This is an optimization exercise on Yosys and OpenROAD, whose aim is a short achievable clock period and few clock cycles, not a production implementation.
Function was checked by simulation only, so behaviour that the tests miss may differ from the original.
Power and IR drop assume default switching activity.

<file path="flow/design.v">
`default_nettype none
package procPkg;
    localparam int dataW = 16;
    localparam int regAddrW = 3;
    localparam int immW = 6;
    localparam int opcodeW = 4;
    localparam int opcodeLsb = 12;
    localparam int rdLsb = 9;
    localparam int rsLsb = 6;
    localparam int rtLsb = 3;
    localparam int immLsb = 0;
    localparam logic [opcodeW-1:0] opNop   = 4'd0;
    localparam logic [opcodeW-1:0] opAdd   = 4'd1;
    localparam logic [opcodeW-1:0] opSub   = 4'd2;
    localparam logic [opcodeW-1:0] opAnd   = 4'd3;
    localparam logic [opcodeW-1:0] opOr    = 4'd4;
    localparam logic [opcodeW-1:0] opXor   = 4'd5;
    localparam logic [opcodeW-1:0] opAddi  = 4'd6;
    localparam logic [opcodeW-1:0] opLd    = 4'd7;
    localparam logic [opcodeW-1:0] opSt    = 4'd8;
    localparam logic [opcodeW-1:0] opIn    = 4'd9;
    localparam logic [opcodeW-1:0] opOut   = 4'd10;
    localparam logic [opcodeW-1:0] opBeqz  = 4'd11;
    localparam logic [opcodeW-1:0] opJmp   = 4'd12;
    localparam logic idle = 1'b0;
    localparam logic running = 1'b1;
    localparam logic [dataW-1:0] nopInstr = '0;
endpackage
`default_nettype wire
`timescale 1ns/1ps
`default_nettype none
import procPkg::*;
module prefixAdder (
    input  logic [dataW-1:0] a,
    input  logic [dataW-1:0] b,
    input  logic             cin,
    output logic [dataW-1:0] sum
);
    logic [dataW-1:0] p;
    logic [dataW-1:0] g [0:4];
    logic [dataW-1:0] q [0:4];
    always_comb begin
        p = a ^ b;
        g[0] = a & b;
        g[0][0] = (a[0] & b[0]) | (p[0] & cin);
        q[0] = p;
        for (int l = 0; l < 4; l++) begin
            for (int i = 0; i < dataW; i++) begin
                if (i >= (1 << l)) begin
                    g[l+1][i] = g[l][i] | (q[l][i] & g[l][i - (1 << l)]);
                    q[l+1][i] = q[l][i] & q[l][i - (1 << l)];
                end else begin
                    g[l+1][i] = g[l][i];
                    q[l+1][i] = q[l][i];
                end
            end
        end
        sum[0] = p[0] ^ cin;
        for (int i = 1; i < dataW; i++) begin
            sum[i] = p[i] ^ g[4][i-1];
        end
    end
endmodule
module sumDecode #(
    parameter int w = 6
) (
    input  logic [w-1:0]    a,
    input  logic [w-1:0]    b,
    output logic [2**w-1:0] hit
);
    always_comb begin
        for (int k = 0; k < 2**w; k++) begin
            logic [w-1:0] kk;
            logic [w-1:0] need;
            logic [w-1:0] carry;
            kk = w'(k);
            need = a ^ b ^ kk;
            carry[0] = 1'b0;
            for (int i = 1; i < w; i++) begin
                carry[i] = kk[i-1] ? (a[i-1] & b[i-1]) : (a[i-1] | b[i-1]);
            end
            hit[k] = need == carry;
        end
    end
endmodule
`default_nettype wire
`timescale 1ns/1ps
`default_nettype none
import procPkg::*;
module processor #(
    parameter int imemAddrW = 6,
    parameter int dmemAddrW = 6
) (
    input  logic                 clk,
    input  logic                 rstN,
    input  logic                 start,
    input  logic                 imemWe,
    input  logic [imemAddrW-1:0] imemAddr,
    input  logic [dataW-1:0]     imemData,
    input  logic [dataW-1:0]     inputPort,
    output logic [dataW-1:0]     outputPort,
    output logic                 outValid
);
    localparam int nI = 2**imemAddrW;
    localparam int nD = 2**dmemAddrW;
    logic [dataW-1:0]     imem [0:nI-1];
    logic [imemAddrW-1:0] tgtMem [0:nI-1];    
    logic                 skipMem [0:nI-1];   
    logic [regAddrW-1:0]  bIdxMem [0:nI-1];   
    logic                 wrMem [0:nI-1];     
    logic                 beqzMem [0:nI-1];   
    logic                 outMem [0:nI-1];    
    logic running;
    logic [opcodeW-1:0] ldOp;
    logic ldNop;
    assign ldOp = imemData[opcodeLsb +: opcodeW];
    assign ldNop = ldOp == opNop || ldOp > opJmp;
    always_ff @(posedge clk) begin
        if (imemWe && !running) begin
            imem[imemAddr] <= imemData;
            tgtMem[imemAddr] <= imemAddr + imemAddrW'(1) + (ldNop ? imemAddrW'(0) : imemData[imemAddrW-1:0]);
            skipMem[imemAddr] <= ldNop || ldOp == opJmp;
            bIdxMem[imemAddr] <= (ldOp == opSt) ? imemData[rdLsb +: regAddrW] : imemData[rtLsb +: regAddrW];
            wrMem[imemAddr] <= ldOp == opAdd || ldOp == opSub || ldOp == opAnd || ldOp == opOr ||
                               ldOp == opXor || ldOp == opAddi || ldOp == opLd || ldOp == opIn;
            beqzMem[imemAddr] <= ldOp == opBeqz;
            outMem[imemAddr] <= ldOp == opOut;
        end
    end
    logic                 fuseMem [0:nI-1];   
    logic                 outFMem [0:nI-1];   
    logic                 outDepMem [0:nI-1];  
    logic [imemAddrW-1:0] nxtMem [0:nI-1];    
    logic [imemAddrW-1:0] brMem [0:nI-1];     
    logic                 sameMem [0:nI-1];   
    always_ff @(posedge clk) begin
        for (int k = 0; k < nI; k++) begin
            logic [dataW-1:0] w0, w1;
            logic sameReg;
            w0 = imem[k];
            w1 = imem[(k + 1) % nI];
            sameReg = w1[rsLsb +: regAddrW] == w0[rdLsb +: regAddrW];
            fuseMem[k] <= wrMem[k] && beqzMem[(k + 1) % nI] && sameReg;
            outFMem[k] <= !skipMem[k] && !outMem[k] && !beqzMem[k] && outMem[(k + 1) % nI];
            outDepMem[k] <= wrMem[k] && sameReg;
        end
    end
    always_ff @(posedge clk) begin
        for (int k = 0; k < nI; k++) begin
            logic [imemAddrW-1:0] seq1, seq2;
            logic [imemAddrW-1:0] t0, t1;
            t0 = tgtMem[k];
            t1 = tgtMem[(k + 1) % nI];
            seq1 = skipMem[(k + 1) % nI] ? t1 : imemAddrW'(k + 1);
            seq2 = skipMem[(k + 2) % nI] ? tgtMem[(k + 2) % nI] : imemAddrW'(k + 2);
            nxtMem[k] <= skipMem[k] ? t0 : ((fuseMem[k] || outFMem[k]) ? seq2 : seq1);
            brMem[k] <= fuseMem[k] ? t1 : t0;
            sameMem[k] <= fuseMem[k] ? t1 == seq2 : t0 == seq1;
        end
    end
    logic [nI-1:0] staleNew, staleOld;
    always_ff @(posedge clk) begin
        for (int k = 0; k < nI; k++) begin
            staleNew[k] <= imemWe && !running &&
                (imemAddr == imemAddrW'(k) || imemAddr == imemAddrW'(k + 1) || imemAddr == imemAddrW'(k + 2));
        end
        staleOld <= staleNew;
    end
    logic [dataW-1:0] regFile [0:7];
    logic [dataW-1:0] dmem [0:nD-1];
    logic             dZero [0:nD-1];    
    logic [nI-1:0] pcOh;
    logic dValid;
    logic [dataW-1:0] dWord;
    logic [regAddrW-1:0] dBIdx;
    logic [imemAddrW-1:0] dTgt;
    logic dSame;
    logic dFuse;
    logic dOutF, dOutDep;
    logic [regAddrW-1:0] dOutRs;
    logic eValid;
    logic eWr, eSelSum, eSub, eAnd, eOr, eXor, eLd, eSt, eIn, eOut, eBeqz;
    logic [regAddrW-1:0] eRd;
    logic [dataW-1:0] eRegA, eRegB, eRegBx;
    logic eFwdA, eFwdB;
    logic [nD-1:0] eAddrOh;
    logic [nI-1:0] eTgtOh;
    logic eSame;
    logic eFuse;
    logic eOutF, eOutDep, eFwdC;
    logic [dataW-1:0] eRegC;
    logic inZero;
    logic [dataW-1:0] lastResult;
    logic [dataW-1:0] inReg;
    logic mispredict;
    logic stall;
    logic [dataW-1:0] fWord;
    logic [imemAddrW-1:0] fTgt, fNxt;
    logic fSkip, fSame, fFuse, fOutF, fOutDep, fStale;
    logic [regAddrW-1:0] fOutRs, fBIdx;
    logic [nI-1:0] fNxtOh;
    always_comb begin
        fWord = '0;
        fTgt = '0;
        fNxt = '0;
        fSkip = 1'b0;
        fSame = 1'b0;
        fFuse = 1'b0;
        fOutF = 1'b0;
        fOutDep = 1'b0;
        fStale = 1'b0;
        fOutRs = '0;
        fBIdx = '0;
        for (int k = 0; k < nI; k++) begin
            fWord = fWord | ({dataW{pcOh[k]}} & imem[k]);
            fOutF = fOutF | (pcOh[k] & outFMem[k]);
            fOutDep = fOutDep | (pcOh[k] & outDepMem[k]);
            fStale = fStale | (pcOh[k] & (staleNew[k] | staleOld[k]));
            fOutRs = fOutRs | ({regAddrW{pcOh[k]}} & imem[(k + 1) % nI][rsLsb +: regAddrW]);
            fBIdx = fBIdx | ({regAddrW{pcOh[k]}} & bIdxMem[k]);
            fTgt = fTgt | ({imemAddrW{pcOh[k]}} & brMem[k]);
            fNxt = fNxt | ({imemAddrW{pcOh[k]}} & nxtMem[k]);
            fSkip = fSkip | (pcOh[k] & skipMem[k]);
            fSame = fSame | (pcOh[k] & sameMem[k]);
            fFuse = fFuse | (pcOh[k] & fuseMem[k]);
        end
        for (int k = 0; k < nI; k++) begin
            fNxtOh[k] = fNxt == imemAddrW'(k);
        end
    end
    logic fetch;
    assign fetch = running || start;
    always_ff @(posedge clk) begin
        if (!rstN) begin
            running <= 1'b0;
        end else if (start) begin
            running <= 1'b1;
        end
    end
    always_ff @(posedge clk) begin
        if (!rstN) begin
            pcOh <= nI'(1);
            dValid <= 1'b0;
        end else if (mispredict) begin
            pcOh <= eTgtOh;
            dValid <= 1'b0;
        end else if (!fetch || fStale) begin
            dValid <= 1'b0;
        end else if (!stall) begin
            pcOh <= fNxtOh;
            dValid <= !fSkip;
        end
    end
    always_ff @(posedge clk) begin
        if (!stall) begin
            dWord <= fWord;
            dTgt <= fTgt;
            dSame <= fSame;
            dFuse <= fFuse;
            dOutF <= fOutF;
            dOutDep <= fOutDep;
            dOutRs <= fOutRs;
            dBIdx <= fBIdx;
        end
    end
    logic [opcodeW-1:0] op;
    logic [regAddrW-1:0] rd, rs;
    logic [dataW-1:0] immExt;
    logic [dataW-1:0] regA, regB, regC;
    logic iAdd, iSub, iAnd, iOr, iXor, iAddi, iLd, iSt, iIn, iOut, iBeqz, iWr, iUsesB;
    logic [nD-1:0] addrOh;
    assign op = dWord[opcodeLsb +: opcodeW];
    assign rd = dWord[rdLsb +: regAddrW];
    assign rs = dWord[rsLsb +: regAddrW];
    assign immExt = {{(dataW-immW){dWord[immW-1]}}, dWord[immW-1:0]};
    always_comb begin
        iAdd = op == opAdd;
        iSub = op == opSub;
        iAnd = op == opAnd;
        iOr = op == opOr;
        iXor = op == opXor;
        iAddi = op == opAddi;
        iLd = op == opLd;
        iSt = op == opSt;
        iIn = op == opIn;
        iOut = op == opOut;
        iBeqz = op == opBeqz;
        iWr = iAdd | iSub | iAnd | iOr | iXor | iAddi | iLd | iIn;
        iUsesB = iAdd | iSub | iAnd | iOr | iXor | iSt;
    end
    always_comb begin
        regA = '0;
        regB = '0;
        regC = '0;
        for (int r = 0; r < 8; r++) begin
            regC = regC | ({dataW{dOutRs == regAddrW'(r)}} & regFile[r]);
            regA = regA | ({dataW{rs == regAddrW'(r)}} & regFile[r]);
            regB = regB | ({dataW{dBIdx == regAddrW'(r)}} & regFile[r]);
        end
    end
    sumDecode #(.w(dmemAddrW)) addrDecode (
        .a(regA[dmemAddrW-1:0]),
        .b(dWord[dmemAddrW-1:0]),
        .hit(addrOh)
    );
    assign stall = dValid && (iLd || iSt) && eValid && eWr && (eRd == rs) && !mispredict;
    always_ff @(posedge clk) begin
        if (!rstN) begin
            eValid <= 1'b0;
        end else begin
            eValid <= dValid && !stall && !mispredict;
        end
    end
    always_ff @(posedge clk) begin
        eWr <= iWr;
        eSelSum <= iAdd | iSub | iAddi;
        eSub <= iSub;
        eAnd <= iAnd;
        eOr <= iOr;
        eXor <= iXor;
        eLd <= iLd;
        eSt <= iSt;
        eIn <= iIn;
        eOut <= iOut;
        eBeqz <= iBeqz;
        eRd <= rd;
        eRegA <= regA;
        eRegB <= regB;
        eRegBx <= iAddi ? immExt : (iSub ? ~regB : regB);
        eFwdA <= eValid && eWr && (eRd == rs);
        eFwdB <= eValid && eWr && (eRd == dBIdx) && iUsesB;
        eAddrOh <= addrOh;
        for (int k = 0; k < nI; k++) begin
            eTgtOh[k] <= dTgt == imemAddrW'(k);
        end
        eSame <= dSame;
        eFuse <= dFuse;
        eOutF <= dOutF;
        eOutDep <= dOutDep;
        eRegC <= regC;
        eFwdC <= eValid && eWr && (eRd == dOutRs);
        inZero <= inputPort == '0;
        inReg <= inputPort;
    end
    logic [dataW-1:0] opA, opB, opC, addB, sum, ldData, result;
    logic zero;
    assign opA = eFwdA ? lastResult : eRegA;
    assign opB = eFwdB ? lastResult : eRegB;
    assign opC = eFwdC ? lastResult : eRegC;
    assign addB = eFwdB ? (lastResult ^ {dataW{eSub}}) : eRegBx;
    prefixAdder alu (
        .a(opA),
        .b(addB),
        .cin(eSub),
        .sum(sum)
    );
    always_comb begin
        ldData = '0;
        for (int k = 0; k < nD; k++) begin
            ldData = ldData | ({dataW{eAddrOh[k]}} & dmem[k]);
        end
    end
    assign result = ({dataW{eSelSum}} & sum)
                  | ({dataW{eAnd}} & (opA & opB))
                  | ({dataW{eOr}} & (opA | opB))
                  | ({dataW{eXor}} & (opA ^ opB))
                  | ({dataW{eLd}} & ldData)
                  | ({dataW{eIn}} & inReg);
    assign zero = opA == '0;
    logic [dataW-1:0] outReg;
    logic outDep;
    assign outputPort = outDep ? lastResult : outReg;
    logic [dataW-1:0] sumP, sumC;
    logic ldZero, resultZero;
    assign sumP = opA ^ addB;
    assign sumC = {opA[dataW-2:0] | addB[dataW-2:0], eSub};
    always_comb begin
        ldZero = 1'b0;
        for (int k = 0; k < nD; k++) begin
            ldZero = ldZero | (eAddrOh[k] & dZero[k]);
        end
    end
    assign resultZero = (eSelSum && sumP == sumC)
                      | (eAnd && (opA & opB) == '0)
                      | (eOr && (opA | opB) == '0)
                      | (eXor && opA == opB)
                      | (eLd && ldZero)
                      | (eIn && inZero);
    assign mispredict = eValid && !eSame && ((eBeqz && zero) || (eFuse && resultZero));
    always_ff @(posedge clk) begin
        lastResult <= result;
        if (eValid && eWr) begin
            regFile[eRd] <= result;
        end
        for (int k = 0; k < nD; k++) begin
            if (eValid && eSt && eAddrOh[k]) begin
                dmem[k] <= opB;
                dZero[k] <= opB == '0;
            end
        end
        if (eValid && eOutF) begin
            outReg <= opC;
        end else if (eValid && eOut) begin
            outReg <= opA;
        end
    end
    always_ff @(posedge clk) begin
        if (!rstN) begin
            outValid <= 1'b0;
        end else begin
            outValid <= eValid && (eOut || eOutF);
            outDep <= eValid && eOutF && eOutDep;
        end
    end
endmodule
`default_nettype wire
</file>
<file path="flow/run.sh">
#!/bin/bash
# synth_recipe.tcl (not shown) runs the flow's synth.tcl, then flattens the netlist and writes it again
# the make line also repeats each setting of config.mk as NAME=value (left out here)
make -C /OpenROAD-flow-scripts/flow DESIGN_CONFIG=/design/flow/config.mk WORK_HOME=/design/flow/orfs CLKGATE_MAP_FILE= SYNTH_SCRIPT=/design/flow/synth_recipe.tcl finish
</file>
<file path="flow/config.mk">
export PLATFORM = sky130hd
export DESIGN_NAME = processor
export DESIGN_NICKNAME = processor
export VERILOG_FILES = /design/flow/design.v
export SDC_FILE = /design/flow/constraint.sdc
export NUM_CORES = 4
export LEC_CHECK = 0
export ABC_CLOCK_PERIOD_IN_PS = 2500
export CAP_MARGIN = 35
export CORE_MARGIN = 2
export CORE_UTILIZATION = 40
export SETUP_SLACK_MARGIN = 2.0
export SLEW_MARGIN = 20
export TNS_END_PERCENT = 5
</file>
<file path="flow/constraint.sdc">
create_clock -name core_clock -period 5.0 [get_ports {clk}]
set_input_delay 1.0000 -clock core_clock [delete_from_list [all_inputs] [get_ports {clk}]]
set_output_delay 1.0000 -clock core_clock [all_outputs]
set_load 0.01 [all_outputs]
</file>
==> impl_metrics.py, run 1 <==
metrics = {
    "global_routing": {
        "grt_pass1_vias": 124000,
        "grt_pass1_wl_mm": 1290,
        "grt_start_max_net_pins": 70,
        "overflow": 0,
        "grt_util_all_layers": 0.434,
        "antenna_found_initial": 204,
    },
    "timing": {
        "worstMarginPinSlew_ps": 1360,
        "maxSlewHeadroom": 0.0966,
        "hold_viol": 0,
        "fin_ws_ps": 987,
        "fin_worst_skew_ps": 128,
        "setup_viol": 0,
        "maxSlewViolCount": 0,
        "fmaxAchievable_mhz": 249,
        "rsz0062_at_grt": "true",
        "period_needed_ps": 4010,
        "post-route-period-util": 0.803,
        "finalSetupTns_ps": 0,
    },
    "clock_tree": {
        "clk_latency_ps": 1150,
        "path_clk_slew_ps": 70,
        "cts-root-buf": "clkbuf_16",
        "cts_tree": "built",
        "cts_buffer_depth": 4,
        "clock_sink_count": 4587,
        "cts_buffers": 464,
        "htreeDepth": 5,
        "holdBufCountCts": 0,
    },
    "placed_design": {
        "place.gp.congestion": 1.15,
        "pre_cts_ws_ps": 711,
        "placed_area_mm2": 0.191,
        "portBuffers": 58,
        "dp_hpwl_mm": 726,
    },
    "worst_setup_path": {
        "max_stage_delay_ps": 1000,
        "endpoint_kind": "flip-flop",
        "r2r_cells": 4,
        "crit_family": "simple AND/OR/NAND/NOR gates",
        "rrSetupSlack_ps": 990,
        "reg2reg_from": "pcOh[3]$_SDFFE_PN0P_",
        "r2r_end": "dTgt[0]$_DFFE_PN_",
        "cp-start-kind": "flip-flop",
        "crit_buf_inv": 0,
        "cp-startpoint": "pcOh[3]$_SDFFE_PN0P_",
        "worstPathRequired_ps": 5640,
        "crit_chain": "a22o_1 > a221oi_1 > nand4_1 > or4_1",
        "critPathKind": "flip-flop to flip-flop",
        "cp_max_fo": 17,
        "cp.arrival_ps": 4660,
        "cp_slowest_cell": "or4_1",
    },
    "floorplan": {
        "fp.dieW_um": 672,
        "dieArea_mm2": 0.452,
        "start_util": 0.402,
        "row_count": 245,
        "ios": 59,
        "design.core.area_mm2": 0.445,
        "die_y_um": 672,
    },
    "logic_synthesis": {
        "synth_xor_area_frac": 0.0273,
        "synth-edff-count": 3121,
        "synth-simple-area-share": 0.0712,
        "synth_top_family_by_area": "compound AO/OA/AOI/OAI gates",
        "yosysSeqAreaShare": 0.689,
        "ys.flop_type": "edfxtp_1",
        "synthArstFlopShare": 0,
        "yosys_warnings": 13,
        "synth_cell_type_count": 77,
        "syn_nets": 13100,
        "muxShareOfSynthArea": 0.0386,
        "synthCells": 13000,
        "syn_area_mm2": 0.179,
        "synth-compound-area-share": 0.145,
        "synth_adder_area_share": 0.00566,
        "synth_area_per_cell_um2": 13.7,
        "ys_seq_elements": 4587,
    },
    "worst_hold_path": {
        "holdPathEnd": "staleOld[8]$_DFF_P_",
        "holdPathStages": 0,
        "hold_path_class": "flip-flop to flip-flop",
        "worstHoldStart": "staleNew[8]$_DFF_P_",
    },
    "drt": {
        "vias_per_cell": 7.03,
        "wl_mm": 1020,
        "first_iter_violations": 29400,
        "wl_per_cell_um": 51.0,
        "postRouteAntennaNets": 0,
        "drc": 0,
        "first_pass_iters": 9,
        "vias": 140000,
    },
    "power": {
        "irDropWorstVdd_uv": 1370,
        "power.density_mw_per_mm2": 662,
        "leakagePower_uw": 0.0704,
    },
    "outcome": {
        "status": "finished clean",
    },
    "cells_and_area": {
        "nNetsFinal": 13600,
        "multiInputGateArea_mm2": 0.0533,
        "regArea_mm2": 0.123,
        "drive_gt1_frac": 0.177,
        "stdcell_area_mm2": 0.209,
        "fill_cells": 39300,
        "area_growth_pct": 16.8,
    },
    "job": {
        "cap_violations": 0,
    },
}
[worst reg2reg max path, delay by kind of cell (launching register included)]
family             cells  cell delay, ps
and+or+nand+nor        2            1500
AOI/OAI and AO/OA      2            1580
DFF                    1             520
[synthesized netlist by cell type (11+ instances only)]
cell type	count	area share
edfxtp_1	3121	0.52
dfxtp_1	1466	0.16
a221oi_1	917	0.045
a22o_1	873	0.043
nor2_1	808	0.017
nand2_1	667	0.014
clkbuf_1	647	0.014
o21ai_0	627	0.018
mux2_2	440	0.028
a21oi_1	348	0.0097
xnor2_1	296	0.015
nand4_1	260	0.0091
xor2_1	258	0.013
a31oi_1	177	0.0062
buf_1	173	0.0036
inv_1	170	0.0036
nor3_1	150	0.0042
mux2i_1	131	0.0073
a22oi_1	130	0.0055
nand3_1	130	0.0036
o21a_1	120	0.0050
nand2b_1	99	0.0035
o31ai_1	94	0.0039
and2_1	80	0.0028
or4_1	79	0.0033
ha_1	76	0.0053
nor4_1	71	0.0025
buf_2	70	0.0020
and3_1	69	0.0024
nor2b_1	69	0.0024
nor4b_1	66	0.0032
a311oi_1	34	0.0017
o22ai_1	29	0.0010
mux4_2	26	0.0033
a32oi_1	22	0.0011
o221ai_1	22	0.0011
nand3b_1	18	0.00076
o41ai_1	14	0.00069
o2bb2ai_1	11	0.00054
[worst max path at each step]
stage,end,slack (ps),cells past startpoint
floorplan,dBIdx[0]$_DFFE_PN_,780,14
global placement,tgtMem[10][5]$_DFFE_PP_,690,10
detailed placement,imem[10][6]$_DFFE_PP_,710,5
CTS,eAddrOh[25]$_DFF_P_,1440,7
global route,dBIdx[1]$_DFFE_PN_,1340,14
finish,dTgt[0]$_DFFE_PN_,990,4
[repair_timing]
action | in CTS | in global routing
hold endpoints to repair | 0 | 0
gates cloned | 7 | 8
resized for setup | 144 | 78
buffers inserted | 27 | 10
pin swaps | 22 | 12
endpoints found under the setup margin | 532 | 596
[metrics by stage]
stage | std cells | power, uW | hold slack, ps | utilization
final | 19900 | 138000 | 284 | 0.469
after CTS | 19700 | 133000 | 290 | 0.466
after detailed placement | 18800 | 95400 | 328 | 0.429
after global placement | 18700 | 94000 | 324 | 0.427
after floorplan | 13000 | 64700 | 323 | -
after global routing | 19800 | 138000 | 300 | 0.468
[where the power goes]
group | internal [uW] | switching (uW)
sequential | 44000 | 3940
clock | 19900 | 15900
combinational | 14100 | 40300
[flip-flops by register name, summed over array words and instances (netlist names), 64 cells and up]
register and cells:
outDepMem 64, skipMem 64, tgtMem 384, outFMem 64, wrMem 64, outMem 64, dmem 1024, beqzMem 64
staleNew 64, brMem 384, dZero 64, staleOld 64, nxtMem 384, imem 1024, fuseMem 64, sameMem 64
regFile 128, eAddrOh 64, pcOh 64, eTgtOh 64, bIdxMem 192
[layer usage]
| metal | vias to the layer above | wire length [um] | track usage |
|---|---|---|---|
| met5 | - | 830 | 0.00755 |
| met4 | 112 | 89200 | 0.300 |
| met3 | 3316 | 155000 | 0.182 |
| met2 | 13900 | 413000 | 0.612 |
| met1 | 70800 | 357000 | 0.538 |
| li1 | 51900 | - | - |
[cells in the final DEF, fill, tap and decap left out, types with 65 or more instances in the layout]
master        n
diode_2     135
clkbuf_1    102
inv_1       152
nand4_1     260
xnor2_1     293
a31oi_1     175
nor2_1      740
mux2_2      421
a22oi_1     130
nor4b_1      65
buf_4       634
nor2b_1      69
nor3_1      116
o21a_1      120
edfxtp_1   3121
mux2i_1     128
a21oi_1     327
clkinv_2    106
o21ai_0     616
clkbuf_16   483
or4_1        73
nand2b_1     98
a221oi_1    904
o31ai_1      77
nand2_1     666
and2_1       77
nand3_1     128
dfxtp_1    1381
buf_12       91
xor2_1      253
a22o_1      872
[cells by family (layout without fill, tap and decap cells)]
group | after synthesis | after routing
adders and majority gates | 79 | 79
other | 0 | 135
and+or+nand+nor | 2613 | 2614
xor gates and xnor gates | 555 | 555
DFF | 4587 | 4587
buffers and inverters | 1079 | 1924
muxes | 600 | 600
AOI/OAI and AO/OA | 3489 | 3490
[final cells by class]
cell class / instances / area share
Clock buffer: 619 / 0.0616
Clock inverter: 257 / 0.0121
Timing Repair Buffer: 876 / 0.0398
Multi-Input combinational cell: 7338 / 0.255
Antenna cell: 135 / 0.00162
Inverter: 172 / 0.00313
Tap cell: 5928 / 0.0355
Sequential cell: 4587 / 0.591
Testbench counts, summed over its fixed seeds: cycles 412,202.
==> run 2: changes to the inputs <==
--- a/flow/design.v
+++ b/flow/design.v
@@ -108,2 +108,3 @@
     logic                 skipMem [0:nI-1];   
+    logic                 nopMem [0:nI-1];    
     logic [regAddrW-1:0]  bIdxMem [0:nI-1];   
@@ -122,2 +123,3 @@
             skipMem[imemAddr] <= ldNop || ldOp == opJmp;
+            nopMem[imemAddr] <= ldNop;
             bIdxMem[imemAddr] <= (ldOp == opSt) ? imemData[rdLsb +: regAddrW] : imemData[rtLsb +: regAddrW];
@@ -153,5 +155,8 @@
             t1 = tgtMem[(k + 1) % nI];
-            seq1 = skipMem[(k + 1) % nI] ? t1 : imemAddrW'(k + 1);
-            seq2 = skipMem[(k + 2) % nI] ? tgtMem[(k + 2) % nI] : imemAddrW'(k + 2);
-            nxtMem[k] <= skipMem[k] ? t0 : ((fuseMem[k] || outFMem[k]) ? seq2 : seq1);
+            seq1 = !skipMem[(k + 1) % nI] ? imemAddrW'(k + 1) :
+                   (nopMem[(k + 1) % nI] && skipMem[(k + 2) % nI]) ? tgtMem[(k + 2) % nI] : t1;
+            seq2 = !skipMem[(k + 2) % nI] ? imemAddrW'(k + 2) :
+                   (nopMem[(k + 2) % nI] && skipMem[(k + 3) % nI]) ? tgtMem[(k + 3) % nI] : tgtMem[(k + 2) % nI];
+            nxtMem[k] <= skipMem[k] ? ((nopMem[k] && skipMem[(k + 1) % nI]) ? t1 : t0) :
+                         ((fuseMem[k] || outFMem[k]) ? seq2 : seq1);
             brMem[k] <= fuseMem[k] ? t1 : t0;
@@ -164,3 +169,4 @@
             staleNew[k] <= imemWe && !running &&
-                (imemAddr == imemAddrW'(k) || imemAddr == imemAddrW'(k + 1) || imemAddr == imemAddrW'(k + 2));
+                (imemAddr == imemAddrW'(k) || imemAddr == imemAddrW'(k + 1) ||
+                 imemAddr == imemAddrW'(k + 2) || imemAddr == imemAddrW'(k + 3));
         end
==> run 2 against run 1 <==
Still clean on timing, DRC and antenna. Synthesized cell count fell by 0.57%. Design area rose by 2.5%. Sequential power rose by 2%. Die area rose by 1.9%. Sequential share of layout area fell by 0.54 points. Core utilization rose by 0.32 points. Non-clock buffer count fell by 31. Maximum frequency rose by 5.9%. Cell count rose by 0.54%. Highest routed layer unchanged.
==> impl_metrics.py, run 2 <==
metrics = {
    "timing": {
        "worstMarginPinSlew_ps": 1420,
        "rsz0062_at_grt": "true",
        "finalSetupTns_ps": 0,
        "post-route-period-util": 0.758,
        "maxSlewViolCount": 0,
        "setup_viol": 0,
        "fmaxAchievable_mhz": 264,
        "hold_viol": 0,
        "period_needed_ps": 3790,
        "maxSlewHeadroom": 0.0504,
        "fin_worst_skew_ps": 145,
    },
    "logic_synthesis": {
        "synth_cell_type_count": 70,
        "synth_top_area_share": 0.525,
        "syn_nets": 13000,
        "synth_common_cells": "edfxtp_1 (3185), dfxtp_1 (1466), a221oi_1 (900)",
        "synthCells": 12900,
        "yosysSeqAreaShare": 0.686,
        "ys_top_cells_by_area": "edfxtp_1 (53%), dfxtp_1 (16%), a221oi_1 (4.3%)",
        "yosys_warnings": 13,
        "ys_seq_elements": 4651,
        "syn_area_mm2": 0.182,
        "ys.flop_type": "edfxtp_1",
        "synthArstFlopShare": 0,
        "synth_area_per_cell_um2": 14.1,
        "yosysMostFrequentCell": "edfxtp_1",
        "synth_top_area_cell": "edfxtp_1",
        "synth-edff-count": 3185,
    },
    "worst_setup_path": {
        "crit_buf_inv": 2,
        "cp.arrival_ps": 4850,
        "cp_max_fo": 17,
        "crit_cells": 7,
        "max_stage_delay_ps": 1100,
        "cp-start-kind": "flip-flop",
        "r2r_cells": 7,
        "endpoint_kind": "flip-flop",
        "cpMostUsedCell": "buf_4",
        "crit_family": "compound AO/OA/AOI/OAI gates",
        "critPathKind": "flip-flop to flip-flop",
        "cp_slowest_cell": "a221oi_1",
        "crit_chain": "buf_4 > a22o_1 > a221oi_1 > nand4_1 > nor4_2 > buf_4 > o2111a_1",
        "worstPathRequired_ps": 6060,
    },
    "power": {
        "p_total_uw": 141000,
        "power.density_mw_per_mm2": 661,
        "leakagePower_uw": 0.0726,
        "irDropWorstVdd_uv": 2820,
    },
    "floorplan": {
        "design.core.area_mm2": 0.453,
        "fp.dieW_um": 679,
        "die_y_um": 679,
        "ios": 59,
        "row_count": 247,
        "start_util": 0.402,
        "dieArea_mm2": 0.461,
    },
    "global_routing": {
        "grt_pass1_vias": 123000,
        "grt_util_all_layers": 0.426,
        "overflow": 0,
        "grt_pass1_wl_mm": 1290,
        "antenna_found_initial": 188,
        "grt_start_max_net_pins": 70,
    },
    "worst_hold_path": {
        "hold_path_class": "primary input to flip-flop",
        "holdPathStages": 1,
    },
    "cells_and_area": {
        "fill_cells": 39700,
        "area_growth_pct": 17.5,
        "drive_gt1_frac": 0.201,
        "top_regs": "dmem: 1024 flops, imem: 1024 flops",
        "final_cell_mix": "edfxtp_1 (3185), dfxtp_1 (1374), a22o_1 (866), a221oi_1 (850), nand2_1 (770)",
        "nNetsFinal": 13600,
        "finalCoreUtilization": 0.472,
        "stdcell_area_mm2": 0.214,
        "mostFrequentLayoutCell": "edfxtp_1",
    },
    "clock_tree": {
        "holdBufCountCts": 0,
        "clock_sink_count": 4651,
        "path_clk_slew_ps": 70,
        "cts-root-buf": "clkbuf_16",
        "htreeDepth": 5,
        "cts_buffers": 480,
        "cts_tree": "built",
        "cts_buffer_depth": 4,
        "clk_latency_ps": 1120,
    },
    "drt": {
        "first_pass_iters": 9,
        "vias": 139000,
        "wl_mm": 1020,
        "postRouteAntennaNets": 0,
        "vias_per_cell": 6.95,
        "first_iter_violations": 27200,
        "wl_per_cell_um": 50.8,
        "drc": 0,
    },
    "placed_design": {
        "portBuffers": 58,
        "placed_area_mm2": 0.195,
        "place.gp.congestion": 1.13,
        "dp_hpwl_mm": 720,
    },
    "outcome": {
        "status": "finished clean",
    },
    "job": {
        "cap_violations": 0,
    },
}
-- run 2: cell count changes in the layout (fill, tap and decap cells not counted), moves of 75 or more --
cell,previous run,this run
nand3_1,128,230
inv_1,152,57
mux2_2,421,672
nand4_1,260,355
nor2_1,740,651
o21ai_0,616,399
xor2_1,253,352
nand2_1,666,770
o31ai_1,77,2
a21oi_1,327,205
nand2b_1,98,14
-- run 2: per-layer routing --
layer | vias up | global-route usage | share of wire
met4 | 92 | 0.243 | 0.070
met2 | 12700 | 0.591 | 0.40
met1 | 71400 | 0.558 | 0.37
met3 | 2743 | 0.179 | 0.15
li1 | 52100 | - | -
met5 | - | 0.000104 | 0.00070
-- run 2: metrics by stage --
stage	cells	worst slack [ps]	hold WS, ps
floorplan	12900	1480	323
global placement	18800	527	328
finish	20000	1210	232
detailed placement	18800	595	329
CTS	19800	1640	226
global route	19900	1510	248
-- run 2: power by group --
part	internal (uW)	total (uW)	leakage, uW	switching [uW]
Clock	21500	38000	0.00810	16400
Sequential	44700	48800	0.0408	4110
Combinational	14400	54700	0.0236	40300
-- run 2: cells by family (layout without fill, tap and decap cells) --
logic type	count (synthesis)	after routing	synth area share
flip-flops	4651	4651	0.686
AO/OA/AOI/OAI	3010	3011	0.128
AND/OR/NAND/NOR	2729	2731	0.0720
multiplexers	899	899	0.0569
buffers and inverters	891	1831	0.0190
XOR/XNOR	669	669	0.0323
adder cells (fa/ha/maj)	79	79	0.00555
other	0	172	0
-- run 2: what timing repair did --
action	CTS	global route
resized for setup	251	48
setup buffers	49	24
pin swaps	26	24
setup endpoints to repair	563	823
gates cloned	8	2
-- run 2: layout make-up --
type                            instances  area [um2]  share of cell area
Timing Repair Buffer                  845        8130              0.0380
Tap cell                             5976        7480              0.0350
Sequential cell                      4651      125000               0.586
Clock inverter                        254        2830              0.0132
Multi-Input combinational cell       7389       55800               0.261
Clock buffer                          652       13700              0.0639
Inverter                               80         317             0.00148
Antenna cell                          172         430             0.00201
-- run 2: path summary, 6_finish.rpt --
kind | from | end | slack (ps)
worst min register to register | dSame$_DFFE_PN_ | eSame$_DFF_P_ | 260
worst max register to register | pcOh[59]$_SDFFE_PN0P_ | dValid$_SDFFE_PP0N_ | 1210
worst min-delay path | imemData[0] | imem[52][0]$_DFFE_PP_ | 230
worst max-delay path | pcOh[59]$_SDFFE_PN0P_ | dValid$_SDFFE_PP0N_ | 1210
-- run 2: worst register-to-register path, stage by stage, from the launching register on --
cell      delay, ps
dfxtp_4         470
buf_4           330
a22o_1          400
a221oi_1       1100
nand4_1         620
nor4_2          410
buf_4           220
o2111a_1        180
Testbench counts of run 2, summed over its fixed seeds: cycles 409,863.
==> run 3: changes to the inputs <==
--- a/flow/design.v
+++ b/flow/design.v
@@ -311,3 +311,3 @@
     );
-    assign stall = dValid && (iLd || iSt) && eValid && eWr && (eRd == rs) && !mispredict;
+    assign stall = dValid && (iLd || iSt) && eValid && eWr && (eRd == rs);
     always_ff @(posedge clk) begin
--- a/flow/config.mk
+++ b/flow/config.mk
@@ -13,2 +13,2 @@
 export SLEW_MARGIN = 20
-export TNS_END_PERCENT = 5
+export TNS_END_PERCENT = 100
==> run 3 against run 2 <==
Sequential share of layout area fell by 0.85 points. Critical path depth rose by 3. Register-to-register slack improved by 140 ps. First-iteration DRC count rose by 7.6%. Maximum frequency rose by 3.8%. Largest cell class unchanged. Flip-flop and latch count did not move. Global-route usage rose by 1.6 points. Still clean on timing, DRC and antenna.
==> impl_metrics.py, run 3 <==
metrics = {
    "outcome": {
        "status": "finished clean",
    },
    "placed_design": {
        "portBuffers": 58,
        "place.gp.congestion": 1.14,
        "dp_hpwl_mm": 745,
        "pre_cts_ws_ps": 628,
    },
    "logic_synthesis": {
        "synth_cell_type_count": 75,
        "synthCells": 12900,
        "synth_top_area_cell": "edfxtp_1",
        "synth-edff-count": 3185,
        "ys.flop_type": "edfxtp_1",
        "synth_area_per_cell_um2": 14.1,
        "synth_common_cells": "edfxtp_1 (3185), dfxtp_1 (1466), a221oi_1 (858)",
        "yosysSeqAreaShare": 0.688,
        "synth_top_area_share": 0.526,
        "ys_seq_elements": 4651,
        "synthArstFlopShare": 0,
        "ys_top_cells_by_area": "edfxtp_1 (53%), dfxtp_1 (16%), mux2_2 (4.4%)",
        "syn_nets": 13000,
        "syn_area_mm2": 0.182,
        "yosysMostFrequentCell": "edfxtp_1",
        "yosys_warnings": 13,
    },
    "power": {
        "power.density_mw_per_mm2": 631,
        "irDropWorstVdd_uv": 956,
        "leakagePower_uw": 0.0741,
    },
    "floorplan": {
        "die_y_um": 678,
        "design.core.area_mm2": 0.452,
        "ios": 59,
        "fp.dieW_um": 678,
        "row_count": 247,
        "dieArea_mm2": 0.460,
        "start_util": 0.402,
    },
    "drt": {
        "drc": 0,
        "postRouteAntennaNets": 0,
        "vias": 142000,
        "wl_per_cell_um": 52.3,
        "first_iter_violations": 29300,
        "vias_per_cell": 7.02,
        "first_pass_iters": 8,
        "wl_mm": 1050,
    },
    "worst_setup_path": {
        "crit_chain": "a22oi_2 > nand4_1 > or3_4 > or4_4 > buf_12 > nor3b_2 > nor2b_2 > buf_4 > a221oi_1 > a21oi_2",
        "cp_max_fo": 8,
        "endpoint_kind": "flip-flop",
        "rrSetupSlack_ps": 1350,
        "max_stage_delay_ps": 580,
        "crit_family": "simple AND/OR/NAND/NOR gates",
        "reg2reg_from": "pcOh[0]$_SDFFE_PN1P_",
        "cp_slowest_cell": "or3_4",
        "worstPathRequired_ps": 5940,
        "crit_buf_inv": 2,
        "r2r_cells": 10,
        "cp.arrival_ps": 4590,
        "cp-startpoint": "pcOh[0]$_SDFFE_PN1P_",
        "r2r_end": "pcOh[22]$_SDFFE_PN0P_",
        "cp-start-kind": "flip-flop",
        "critPathKind": "flip-flop to flip-flop",
    },
    "cells_and_area": {
        "mostFrequentLayoutCell": "edfxtp_1",
        "nNetsFinal": 13700,
        "final_cell_mix": "edfxtp_1 (3185), dfxtp_1 (1374), a22o_1 (810), a221oi_1 (739), nand2_1 (732)",
        "top_regs": "dmem: 1024 flops, imem: 1024 flops",
        "finalCoreUtilization": 0.480,
        "area_growth_pct": 19.4,
        "drive_gt1_frac": 0.226,
    },
    "clock_tree": {
        "cts_tree": "built",
        "clk_latency_ps": 1130,
        "cts-root-buf": "clkbuf_16",
        "htreeDepth": 5,
        "holdBufCountCts": 0,
        "path_clk_slew_ps": 60,
        "cts_buffers": 481,
        "clock_sink_count": 4651,
        "cts_buffer_depth": 4,
    },
    "timing": {
        "rsz0062_at_grt": "true",
        "maxSlewHeadroom": 0.216,
        "fin_ws_ps": 1350,
        "worstMarginPinSlew_ps": 1160,
        "hold_viol": 0,
        "post-route-period-util": 0.730,
        "finalSetupTns_ps": 0,
        "period_needed_ps": 3650,
        "setup_viol": 0,
        "maxSlewViolCount": 0,
        "fmaxAchievable_mhz": 274,
        "fin_worst_skew_ps": 130,
    },
    "worst_hold_path": {
        "holdPathStages": 1,
        "worstHoldStart": "imemData[15]",
        "hold_path_class": "primary input to flip-flop",
        "holdPathEnd": "imem[59][15]$_DFFE_PP_",
    },
    "global_routing": {
        "antenna_found_initial": 199,
        "grt_util_all_layers": 0.442,
        "grt_pass1_vias": 125000,
        "grt_pass1_wl_mm": 1330,
        "grt_start_max_net_pins": 70,
        "overflow": 0,
    },
    "job": {
        "cap_violations": 0,
    },
}
## run 3: area by class of cell
cell class | count | area, um2
Multi-Input combinational cell | 7402 | 57700
Tap cell | 5976 | 7480
Timing Repair Buffer | 980 | 9630
Clock buffer | 654 | 13600
Antenna cell | 150 | 375
Sequential cell | 4651 | 125000
Inverter | 88 | 355
Clock inverter | 262 | 2700
Fill cell | 39300 | 235000
## run 3: stage by stage
step / hold WS, ps / area (um2) / instances / total power [uW]
2_1_floorplan: 323 / 183000 / 12900 / 63500
3_3_place_gp: 329 / 194000 / 18800 / 89000
3_5_place_dp: 333 / 195000 / 18900 / 88900
4_1_cts: 216 / 215000 / 19900 / 131000
5_1_grt: 273 / 217000 / 20000 / 137000
6_report: 222 / 217000 / 20200 / 137000
## run 3: repair_timing
| item | 4_1_cts | 5_1_grt |
|---|---|---|
| resized for setup | 518 | 299 |
| gates cloned | 21 | 9 |
| pin swaps | 89 | 68 |
| setup endpoints to repair | 504 | 398 |
| buffers inserted | 102 | 56 |
## run 3: report_power, final
group	switching, uW	internal, uW	total [uW]
Combinational	36400	15200	51600
Sequential	3170	44600	47800
Clock	16600	21000	37600
Total	56200	80800	137000
## run 3: kinds of logic (layout without fill, tap and decap cells)
| kind of cell | after synthesis | after routing | share of synthesized area |
|---|---|---|---|
| simple gates | 2669 | 2669 | 0.0697 |
| flops | 4651 | 4651 | 0.688 |
| other cells | 0 | 150 | 0 |
| fa+ha+maj | 79 | 79 | 0.00556 |
| buf+inv | 868 | 1984 | 0.0181 |
| compound gates | 3029 | 3037 | 0.127 |
| xor+xnor | 669 | 669 | 0.0322 |
| mux | 948 | 948 | 0.0595 |
## run 3: routing by layer
layer  routed length, um  vias to the layer above  GRT usage
met1              388000                    72000      0.574
met2              413000                    14100      0.595
met5                 630                        -   0.000833
li1                    -                    52300          -
met3              170000                     3198      0.202
met4               82900                       84      0.272
## run 3: worst max path at each step
stage                                           to  slack, ps  cells after the start
after global placement       pcOh[43]$_SDFFE_PN0P_        270                      7
after detailed placement      pcOh[9]$_SDFFE_PN0P_        630                     11
final                        pcOh[22]$_SDFFE_PN0P_       1350                     10
after CTS                     pcOh[9]$_SDFFE_PN0P_       1500                     12
after global routing         pcOh[40]$_SDFFE_PN0P_       1350                     14
after floorplan           bIdxMem[24][0]$_DFFE_PP_       1550                      4
Testbench counts of run 3, summed over its fixed seeds: cycles 409,863.

==> port drivers added, routing unchanged <==
Ports are ideal in the flow. The routed layouts listed here were re-timed in OpenROAD.
Step 1 assumes that a clkbuf_16 drives the clock port and a buf_2 every other input.
Step 2 times the ports against the registers' clock, not the clock port: input delays grow and output delays shrink by t, the midpoint of the rising clock arrivals with the driver on.
Slacks: ideal ports / drivers / drivers and shift; pairs: ideal ports / drivers.
| run | t (ns) | setup slack, ns | worst setup path at the end | latest minus earliest clock arrival (ns) |
|---|---|---|---|---|
| run 1 | 1.173 | 0.987 / 0.987 / 0.578 | input to register | 0.144 / 0.144 |
| run 2 | 1.171 | 1.212 / 1.212 / 0.549 | input to register | 0.146 / 0.147 |
| run 3 | 1.193 | 1.351 / 1.351 / 0.931 | input to register | 0.133 / 0.134 |
After both steps every run listed still meets setup and hold. The setup slack of run 2, which loses most, moves by 0.000 ns with the drivers and by -0.663 ns with both steps.
